Background: an optimization exercise with open tools, aiming at small area, a short achievable clock period and few clock cycles per item. Do not read the settings as production practice.
In this exercise RTL edits were held to simulation tests only and were not proved equivalent to the original.

run A:
// mesm6_alu
module mesm6_alu (
    input  logic        clk,
    input  logic        rst_n,
    input  logic [3:0]  op,
    input  logic        wy,
    input  logic [47:0] a,
    input  logic [47:0] b,
    output logic [47:0] acc,
    output logic [47:0] y,
    output logic        done
);
    localparam logic [3:0] OP_NOP    = 4'd0;
    localparam logic [3:0] OP_AND    = 4'd2;
    localparam logic [3:0] OP_OR     = 4'd3;
    localparam logic [3:0] OP_XOR    = 4'd4;
    localparam logic [3:0] OP_ARX    = 4'd5;
    localparam logic [3:0] OP_ACX    = 4'd6;
    localparam logic [3:0] OP_ANX    = 4'd7;
    localparam logic [3:0] OP_SHIFT  = 4'd8;
    localparam logic [3:0] OP_PACK   = 4'd9;
    localparam logic [3:0] OP_UNPACK = 4'd10;
    logic       first, ysel;
    logic [4:0] asel;
    alu_sequencer u_sequencer (
        .clk    (clk),
        .rst_n  (rst_n),
        .op     (op),
        .wy     (wy),
        .first  (first),
        .ysel   (ysel),
        .asel   (asel),
        .done   (done)
    );
    logic [47:0] aq, bq;
    logic [5:0]  nq;       
    logic [5:0]  tq;       
    logic [5:0]  all;
    logic [5:0]  lzc, n_anx;
    logic [47:0] sum;
    logic [47:0] rot, acc_mask, y_mask;
    logic [47:0] packed_w, unpacked_w;
    logic [4:0]  unused_top;
    logic [5:0]  unused_top2;
    alu_counts u_count_a (
        .x    (a),
        .top  (unused_top),
        .top2 (unused_top2),
        .all  (all)
    );
    alu_lead u_lead (.a(a), .lzc(lzc), .n(n_anx));
    logic [5:0]  tz, unused_tn;
    logic [47:0] b_rev;
    always_comb begin
        for (int i = 0; i < 42; i++) b_rev[47-i] = ~b[6+i];
        b_rev[5:0] = 6'h3f;
    end
    alu_lead u_trail (.a(b_rev), .lzc(tz), .n(unused_tn));
    alu_eac_add u_add (.x(a), .z(b), .s(sum));
    alu_shifter u_shifter (
        .a        (a),
        .c        (b[47:41]),
        .anx      (op == OP_ANX),
        .lzc      (lzc),
        .rot      (rot),
  ...
==> flow/config.mk <==
export PLATFORM = sky130hd
export DESIGN_NAME = mesm6_alu
export DESIGN_NICKNAME = mesm6_alu
export VERILOG_FILES = /design/flow/design.v
export SDC_FILE = /design/flow/constraint.sdc
export NUM_CORES = 4
export LEC_CHECK = 0
export ABC_AREA = 1
export CAP_MARGIN = 20
export CORE_MARGIN = 2
export CORE_UTILIZATION = 60
export SETUP_SLACK_MARGIN = 1.5
export SLEW_MARGIN = 20
==> flow/constraint.sdc <==
create_clock -name core_clock -period 7.5 [get_ports {clk}]
set_input_delay 1.5000 -clock core_clock [delete_from_list [all_inputs] [get_ports {clk}]]
set_output_delay 1.5000 -clock core_clock [all_outputs]
set_load 0.01 [all_outputs]
standard.sh (not shown) runs the stock make flow with config.mk's settings and CLKGATE_MAP_FILE= SYNTH_SCRIPT=/design/flow/synth_recipe.tcl, a recipe that flattens the netlist after the stock synthesis.
==> flow/flow/run.sh <==
#!/bin/bash
# The standard layout (the standard.sh), with two changes:
#  - synthesis maps adders to plain gates, which ABC maps with the rest of
#    the logic, instead of extracting them into the library's full- and
#    half-adder cells;
#  - the buffer on each input and output port is a buf_4 rather than the
#    flow's default choice of a delay buffer.
# ORFS keeps each step's log under orfs/logs/; make's own output goes to
# flow_make.log in this folder.
set -euo pipefail
bash standard.sh ADDER_MAP_FILE= "BUFFER_PORTS_ARGS=-buffer_cell sky130_fd_sc_hd__buf_4" finish > flow_make.log 2>&1
Testbench counts of run A, summed over its fixed seeds: cycles 9,600, ops 4,800.
Modified inputs, run B compared to run A
- swapping 1.5 for 2.0 in SETUP_SLACK_MARGIN
-- flow/flow/run.sh --
<<< run A, line 2
# The standard layout (the standard.sh), with two changes:
>>> run B, line 2
# The standard layout (the standard.sh), with three changes:
<<< run A, line 6
>>> run B, line 6
#  - ABC maps the logic with flow/abc_map.script (structural choices, then
#    mapping for a 2.5 ns target with area recovery) instead of the flow's
#    area script; the synthesis is otherwise synth_recipe.tcl unchanged;
<<< run A, line 11
bash standard.sh ADDER_MAP_FILE= "BUFFER_PORTS_ARGS=-buffer_cell sky130_fd_sc_hd__buf_4" finish > flow_make.log 2>&1
>>> run B, line 14
here=$(pwd)
{
    echo "proc abc {args} {"
    echo "    set i [lsearch -exact \$args -script]"
    echo "    if {\$i >= 0} { lset args [expr {\$i + 1}] $here/flow/abc_map.script }"
    echo "    yosys abc {*}\$args"
    echo "}"
    cat synth_recipe.tcl
} > synth_abc.tcl
bash standard.sh ADDER_MAP_FILE= "BUFFER_PORTS_ARGS=-buffer_cell sky130_fd_sc_hd__buf_4" \
    SYNTH_SCRIPT="$here/synth_abc.tcl" finish > flow_make.log 2>&1
==> flow/flow/abc_map.script (new file) <==
strash
dch
map -D 2500
topo
stime -c
buffer -c
upsize -c
dnsize -c
## What came out
- Looking at instance area at placement, run B sits about 6% below run A.
- Summary of run B over run A: instance count after placement with tap cells included fell by about 11%; area after synthesis down 2300 um2; mux share of post-synthesis cell area increased by 0.68 points relative to the old numbers; share of synthesized cell area in and, or, nand and nor gates went down by 13 points; synthesized area per cell saw an increase.
- Per the comparison of run B with run A, count of flip-flops with a built-in enable after synthesis comparable, height of the die decreased by 8.3 um relative to the old numbers, synthesized-area fraction occupied by ao, oa, aoi and oai cells rose by 11 points.
- Of run B and run A, just one finished clean: run A.
- FAIL run B @ global routing (5_1_grt): tool exited with error
- Looking at cell count after synthesis, run B sits 764 below run A.
- Part of the Yosys area used for sequential elements in run B is 0.77 points higher than in run A

port drivers added, routing unchanged:
How much do the figures lean on ideal ports? The routed layout below was timed once more, with nothing changed but the port constraints.
Step 1 (the two cells are an assumption about what drives the block):
set clk [get_ports {clk}]
set_driving_cell -lib_cell sky130_fd_sc_hd__clkbuf_16 $clk
set_driving_cell -lib_cell sky130_fd_sc_hd__buf_2 [delete_from_list [all_inputs] $clk]
Step 2, shift: input delay + t, output delay - t, t = (earliest + latest rising clock arrival at the registers) / 2. This alone moves slack from input paths to output paths.
a / b / c = no drivers / after step 1 / after step 2; a / b = the first two.
run: run A
t, ns: 0.510
setup WS [ns]: 1.554 / 1.502 / 1.162
worst setup path after step 2: input to register
worst data-port slew with drivers (ns): 0.10
cell pins on the clock port's net: 1
After both steps run A still meets setup and hold. For run A, drivers alone change the setup slack by -0.052 ns; drivers and shift together by -0.392 ns.
